Background: an optimization exercise with open tools, aiming at small area and a short achievable clock period. Do not read the settings as production practice. No functional check of the RTL was part of this run. Power figures rest on the tool's default switching activity, not on a simulated workload.

**flow/config.mk**
```make
export PLATFORM = sky130hd
export DESIGN_NAME = pkt_router_mc
export DESIGN_NICKNAME = pkt_router_mc
export VERILOG_FILES = /design/flow/design.v
export SDC_FILE = /design/flow/constraint.sdc
export NUM_CORES = 4
export LEC_CHECK = 0
export CAP_MARGIN = 20
export CORE_AREA = 10 10 650 650
export DIE_AREA = 0 0 660 660
export SLEW_MARGIN = 20
```
**flow/design.v**
```verilog
package pkt_router_pkg;
  localparam int unsigned DEF_PKT_BITS  = 72;
  localparam int unsigned DEF_KEY_BITS  = 32;
  localparam int unsigned DEF_KEY_LSB   = 8;
  localparam int unsigned DEF_NUM_CHANS = 8;
  localparam int unsigned DEF_NUM_RREGS = 16;
  localparam int unsigned MAX_RREGS = 64;
  localparam int unsigned CNT_DROP   = 0;
  localparam int unsigned CNT_ROUTED = 1;
endpackage
module pkt_router_lookup
#(
  parameter int unsigned KEY_BITS  = pkt_router_pkg::DEF_KEY_BITS,
  parameter int unsigned NUM_CHANS = pkt_router_pkg::DEF_NUM_CHANS,
  parameter int unsigned NUM_RREGS = pkt_router_pkg::DEF_NUM_RREGS
) (
  input  logic [KEY_BITS-1:0]            key,
  input  logic [NUM_RREGS*KEY_BITS-1:0]  reg_key,
  input  logic [NUM_RREGS*KEY_BITS-1:0]  reg_mask,
  input  logic [NUM_RREGS*NUM_CHANS-1:0] reg_route,
  output logic [NUM_CHANS-1:0]           route
);
  logic found;
  always_comb begin
    route = '0;
    found = 1'b0;
    for (int unsigned i = 0; i < NUM_RREGS; i++) begin
      if (!found && ((key & reg_mask[i*KEY_BITS +: KEY_BITS]) == reg_key[i*KEY_BITS +: KEY_BITS])) begin
        route = reg_route[i*NUM_CHANS +: NUM_CHANS];
        found = 1'b1;
      end
    end
  end
endmodule
module pkt_router_mc
#(
  parameter int unsigned PKT_BITS  = pkt_router_pkg::DEF_PKT_BITS,
  parameter int unsigned KEY_BITS  = pkt_router_pkg::DEF_KEY_BITS,
  parameter int unsigned KEY_LSB   = pkt_router_pkg::DEF_KEY_LSB,
  parameter int unsigned NUM_CHANS = pkt_router_pkg::DEF_NUM_CHANS,
  parameter int unsigned NUM_RREGS = pkt_router_pkg::DEF_NUM_RREGS
) (
  input  logic                           clk,
  input  logic                           reset,
  input  logic [31:0]                    drop_wait_in,
  input  logic [NUM_RREGS*KEY_BITS-1:0]  reg_key_in,
  input  logic [NUM_RREGS*KEY_BITS-1:0]  reg_mask_in,
  input  logic [NUM_RREGS*NUM_CHANS-1:0] reg_route_in,
  input  logic [PKT_BITS-1:0]            pkt_in_data_in,
  input  logic                           pkt_in_vld_in,
  output logic                           pkt_in_rdy_out,
  output logic [NUM_CHANS*PKT_BITS-1:0]  pkt_out_data_out,
  output logic [NUM_CHANS-1:0]           pkt_out_vld_out,
  input  logic [NUM_CHANS-1:0]           pkt_out_rdy_in,
  output logic [1:0]                     rt_cnt_out
);
  logic                          l_vld;
  logic [PKT_BITS-1:0]           l_data;
  logic [NUM_CHANS-1:0]          l_route;
  logic [31:0]                   wait_cnt;
  logic [NUM_CHANS-1:0]          out_vld;
  logic [NUM_CHANS*PKT_BITS-1:0] out_data;
  logic [NUM_CHANS-1:0] route_lu;
  logic [NUM_CHANS-1:0] ch_free;
  logic                 dispatch;
  logic                 blocked;
  logic                 drop;
  logic                 accept;
  pkt_router_lookup #(
    .KEY_BITS (KEY_BITS),
    .NUM_CHANS(NUM_CHANS),
    .NUM_RREGS(NUM_RREGS)
  ) u_lookup (
    .key      (pkt_in_data_in[KEY_LSB +: KEY_BITS]),
    .reg_key  (reg_key_in),
    .reg_mask (reg_mask_in),
    .reg_route(reg_route_in),
    .route    (route_lu)
  );
  always_comb begin
    ch_free  = ~out_vld | pkt_out_rdy_in;
    dispatch = l_vld && (l_route != '0) && ((l_route & ~ch_free) == '0);
    blocked  = l_vld && (l_route != '0) && !dispatch;
    drop     = l_vld && ((l_route == '0) || (blocked && (wait_cnt == '0)));
  end
  assign pkt_in_rdy_out   = !l_vld || dispatch || drop;
  assign accept           = pkt_in_vld_in && pkt_in_rdy_out;
  assign pkt_out_vld_out  = out_vld;
  assign pkt_out_data_out = out_data;
  assign rt_cnt_out[pkt_router_pkg::CNT_DROP]   = drop && !reset;
  assign rt_cnt_out[pkt_router_pkg::CNT_ROUTED] = dispatch && !reset;
  always_ff @(posedge clk) begin
    if (reset) begin
      l_vld    <= 1'b0;
      l_data   <= '0;
      l_route  <= '0;
      wait_cnt <= '0;
      out_vld  <= '0;
      out_data <= '0;
    end else begin
      if (accept) begin
        l_vld   <= 1'b1;
        l_data  <= pkt_in_data_in;
        l_route <= route_lu;
      end else if (dispatch || drop) begin
        l_vld <= 1'b0;
      end
      wait_cnt <= (blocked && (wait_cnt != '0)) ? wait_cnt - 32'd1 : drop_wait_in;
      for (int unsigned c = 0; c < NUM_CHANS; c++) begin
        if (dispatch && l_route[c]) begin
          out_vld[c]                         <= 1'b1;
          out_data[c*PKT_BITS +: PKT_BITS] <= l_data;
        end else if (pkt_out_rdy_in[c]) begin
          out_vld[c] <= 1'b0;
        end
      end
    end
  end
endmodule
```
**flow/constraint.sdc**
```tcl
create_clock -name core_clock -period 6.0 [get_ports {clk}]
set_input_delay 1.2000 -clock core_clock [delete_from_list [all_inputs] [get_ports {clk}]]
set_output_delay 1.2000 -clock core_clock [all_outputs]
set_load 0.01 [all_outputs]
```
**flow/run.sh**
```bash
#!/bin/bash
# synth_recipe.tcl (not shown) runs the flow's synth.tcl, then flattens the netlist and writes it again
# the make line also repeats each setting of config.mk as NAME=value (left out here)
make -C /OpenROAD-flow-scripts/flow DESIGN_CONFIG=/design/flow/config.mk WORK_HOME=/design/flow/orfs CLKGATE_MAP_FILE= SYNTH_SCRIPT=/design/flow/synth_recipe.tcl finish
```
==> metrics list <==
* Synth cell count leaders: 1437 x sky130_fd_sc_hd__nand2_1, 898 x sky130_fd_sc_hd__a21oi_1, 697 x sky130_fd_sc_hd__dfxtp_1
- In the final layout, the multi-input gates occupy 0.0199 mm^2.
* Final-report hold violation count: 0
* Crit-path max FO: 18
- TritonCTS built the clock tree.
* Hold-fix buffers, CTS: 0
- Counting every instance in the synthesized netlist gives ~4800.
- Area fraction of the dominant cell type after synthesis: 0.395
- Average routed wire per standard cell: roughly 39 um
- Setup WS post-layout: 0.161 ns
* Critical Path Start Type: primary input
* Final setup violation count: 0
* RD Place Congestion: ~1
- Dominant synthesized flop cell: sky130_fd_sc_hd__dfxtp_1
* Die Width: 660 um
- Number of placement rows: 234
* Crit path capture type: flip-flop
* Fraction of layout cells with a size suffix above 1: 0.0605
- For this run, the top clock speed supported by timing is around 170 MHz.
- Most used standard cell by instance count after synthesis: sky130_fd_sc_hd__nand2_1
- Worst clock skew: about 0.11 ns
- Global router's overall resource usage: 0.206
- Synth top area cells: sky130_fd_sc_hd__dfxtp_1 39%, sky130_fd_sc_hd__nand2_1 15%, sky130_fd_sc_hd__a21oi_1 13%
* Fraction of the yosys area taken by sequential cells: 0.395
- Area occupied by registers: 0.0140 mm^2
- Port Buffer Count: roughly 1900
- Data arrival time of the worst path: roughly 6.6 ns
* Outcome: complete, no violations
* Data required time of the worst path: around 6.8 ns
- Total placed cells including tap cells: around 12000
- Measured slew at the worst slew-check pin: ~1.2 ns
- The first routing iteration left between 5000 and 6000 violations.
- Yosys mapped a number of flops with a built-in enable equal to 0.
* H-tree levels: 3
* Vias in the first global route: roughly 43000
* Launching point of the worst reg2reg path: l_route[0]
- Net count of the mapped netlist: ~6100
* Post-CTS clock slew at the launch and capture registers of the worst setup and hold paths: roughly 0.070 ns
* Largest net degree at the start of global routing: ~220
- Across the run, the number of max-cap violations was 0.
* Worst slack at placement: -0.566 ns
- In this run the vertical extent of the chip is about 660 um.
- In this run the standard cell core region covers slightly above 0.4 mm^2.
- RSZ-0062 raised after global routing: no
* Maximum number of buffers from clock root to sink: 4
- The worst-case IR drop observed on VDD is roughly 0.20 mV.
* Starting Density: 0.0868
* Count of final max-slew check failures: 0
- Post-layout util: 0.157
* Class of the most critical setup path: primary input to flip-flop
- The tree built by TritonCTS fans out to between 600 and 700 sinks.
- Crit path time final: 5.84 ns
- Layout overhead on the synthesized area: 81.5%
* Top-level I/O count: roughly 1900
- Summed over all instances, the cell type with the most area after synthesis is sky130_fd_sc_hd__dfxtp_1.
* Insertion delay of the later-clocked pin in the worst-skew pair: ~0.84 ns
- The Yosys step of the flow raised 2 warnings.
- Number of library cell types mapped by synthesis: between 60 and 70
- The count of cells in the finished layout, fillers not included, comes to approximately 12000.
* Half-perimeter wire length of the detailed placement result: around 420 mm
* Area of the die: between 0.4 and 0.5 mm^2
- Startpoint of the tightest hold check path: out_data[520]
* Hold Crit Class: flip-flop to flip-flop
- The first global-routing pass estimated 567 mm of wire.
* Clk root buf: sky130_fd_sc_hd__clkbuf_16
* Routed vias: 48129
* Via density per instance: 3.92
* Number of nets in the final layout: 7818
* Static leakage power: about 0.022 uW
* Number of buffers added by the clock tree synthesis step: 84
- In the synthesized netlist the async set-or-reset flop fraction comes to 0.
* Initial antenna violation count: ~570
- Final worst-path cycle share: 0.973
- Measured against its own limit, the worst slew margin works out to 0.185.
- Averaged over all synthesized cells, the footprint is 7.31 um^2.
- After filler insertion, the fill cell instance count of the layout stands at 46312.
* Number of synthesized register bits: approximately 700
- Antenna Violating Nets Remaining: 0
* Resized cells post-CTS: 0
- Buffer count from post-CTS setup fixing: 0
* DRC violation count after routing: 0
- Start point of the critical path: pkt_in_data_in[34]
- The total overflow left after global routing is 0.
- In this run the power density over the cells is just under 200 mW/mm^2.
* Total Routed Length: roughly 480 mm
- Mapped cell area: between 0.03 and 0.04 mm^2
- 1st-pass router iterations: 6
==> state kept, by name, summed over array words and instances (netlist names) <==
register / flops
l_data: 72
l_route: 8
out_data: 576
out_vld: 8
wait_cnt: 32
l_vld: 1
==> kinds of logic (layout without fill, tap and decap cells) <==
| group | after synthesis | in the layout | share of synthesized area |
|---|---|---|---|
| AND/OR/NAND/NOR | 2140 | 2140 | 0.277 |
| other | 0 | 225 | 0 |
| XOR/XNOR | 116 | 116 | 0.0288 |
| adder cells (fa/ha/maj) | 2 | 2 | 0.000708 |
| buffers and inverters | 435 | 2212 | 0.0498 |
| AO/OA/AOI/OAI | 1437 | 1437 | 0.247 |
| multiplexers | 8 | 8 | 0.00241 |
| flip-flops | 697 | 697 | 0.395 |
==> cells in the final DEF (no fill, tap or decap), types with 7 or more instances in the layout <==
cell / n
sky130_fd_sc_hd__clkbuf_16: 85
sky130_fd_sc_hd__nand2_1: 1428
sky130_fd_sc_hd__nor2_1: 76
sky130_fd_sc_hd__nand4_1: 73
sky130_fd_sc_hd__buf_4: 176
sky130_fd_sc_hd__dfxtp_1: 690
sky130_fd_sc_hd__clkbuf_1: 20
sky130_fd_sc_hd__and3_1: 208
sky130_fd_sc_hd__a211oi_1: 126
sky130_fd_sc_hd__nand2_4: 9
sky130_fd_sc_hd__clkbuf_8: 20
sky130_fd_sc_hd__nor4_1: 25
sky130_fd_sc_hd__xnor2_1: 55
sky130_fd_sc_hd__a21oi_1: 898
sky130_fd_sc_hd__a21boi_0: 105
sky130_fd_sc_hd__a221oi_1: 8
sky130_fd_sc_hd__or3_1: 13
sky130_fd_sc_hd__nor3_1: 19
sky130_fd_sc_hd__clkdlybuf4s50_1: 1820
sky130_fd_sc_hd__or4_1: 7
sky130_fd_sc_hd__dfxtp_2: 7
sky130_fd_sc_hd__diode_2: 225
sky130_fd_sc_hd__a311oi_1: 11
sky130_fd_sc_hd__nor4_2: 10
sky130_fd_sc_hd__buf_12: 21
sky130_fd_sc_hd__o22a_1: 106
sky130_fd_sc_hd__o21ai_0: 19
sky130_fd_sc_hd__a21o_1: 108
sky130_fd_sc_hd__buf_2: 12
sky130_fd_sc_hd__and3b_1: 105
sky130_fd_sc_hd__nand3_1: 112
sky130_fd_sc_hd__nor4_4: 7
sky130_fd_sc_hd__xor2_1: 61
sky130_fd_sc_hd__nand2b_1: 17
sky130_fd_sc_hd__inv_1: 33
==> final timing paths <==
kind / depth (start not counted) / slack (ns) / to
worst max-delay path: 13 / 0.16 / l_route[2]
worst min-delay path: 2 / 0.45 / out_data[520]
worst min register to register: 2 / 0.45 / out_data[520]
worst max register to register: 10 / 1.42 / l_data[13]
==> metal layers <==
metal | vias to the layer above | wire length (um) | track usage | share of wire
li1 | 20482 | - | - | -
met1 | 23067 | 157000 | 0.202 | 0.33
met2 | 3165 | 249000 | 0.394 | 0.52
met3 | 1245 | 36600 | 0.0584 | 0.077
met4 | 170 | 31600 | 0.102 | 0.066
met5 | - | 1080 | 0 | 0.0023
==> worst max-delay path: stages <==
cell,delay [ns]
sky130_fd_sc_hd__buf_2,0.58
sky130_fd_sc_hd__buf_4,0.43
sky130_fd_sc_hd__a21boi_0,0.15
sky130_fd_sc_hd__a211oi_1,0.27
sky130_fd_sc_hd__nand4_1,0.53
sky130_fd_sc_hd__nor4_2,1.14
sky130_fd_sc_hd__buf_4,0.31
sky130_fd_sc_hd__nor3_1,0.13
sky130_fd_sc_hd__nand3_1,0.33
sky130_fd_sc_hd__nor2_1,0.17
sky130_fd_sc_hd__a2111oi_0,0.84
sky130_fd_sc_hd__o41ai_1,0.30
sky130_fd_sc_hd__a21oi_1,0.21
==> power breakdown <==
part	total, uW	switching, uW	internal, uW
clock	5330	2240	3080
sequential	4840	166	4670
combinational	2180	1110	1070
==> metrics by stage <==
step           hold WS, ns  setup TNS [ns]  power [uW]  instance area [um^2]
2_1_floorplan        0.464               0        5440                 35300
3_3_place_gp         0.441           -2.25        7120                 60800
3_5_place_dp         0.445           -2.11        7130                 60800
4_1_cts              0.454               0       12600                 63600
5_1_grt              0.462               0       12800                 63900
6_report             0.452               0       12300                 64100
==> area by class of cell <==
type / instances / share of cell area
Timing Repair Buffer: 2030 / 0.312
Sequential cell: 697 / 0.218
Antenna cell: 225 / 0.00878
Clock buffer: 125 / 0.0386
Inverter: 33 / 0.00193
Multi-Input combinational cell: 3703 / 0.310
Tap cell: 5428 / 0.106
Clock inverter: 24 / 0.00468

## static timing again, ports no longer ideal
The results above use ideal ports. As a check the final layout listed here was re-extracted and re-timed, cells and wires unchanged. Step 1: set_driving_cell puts a clkbuf_16 on clk and a buf_2 on each other input, an assumption about the parent block. Step 2 times the ports against the registers' clock, not the clock port: input delays grow and output delays shrink by t, the midpoint of the rising clock arrivals with the driver on. Three values: no drivers, after step 1, after step 2; two values: the first two.
shift t [ns]: 0.865
setup slack, ns: 0.161 / 0.207 / -0.658
hold WS [ns]: 0.452 / 0.452 / 0.452
worst setup path after step 2: input to register
worst slew at a driven data input, ns: 0.58
With both steps, setup timing fails in this run, where it was met with ideal ports. For this run, drivers alone change the setup slack by +0.046 ns; drivers and shift together by -0.819 ns.
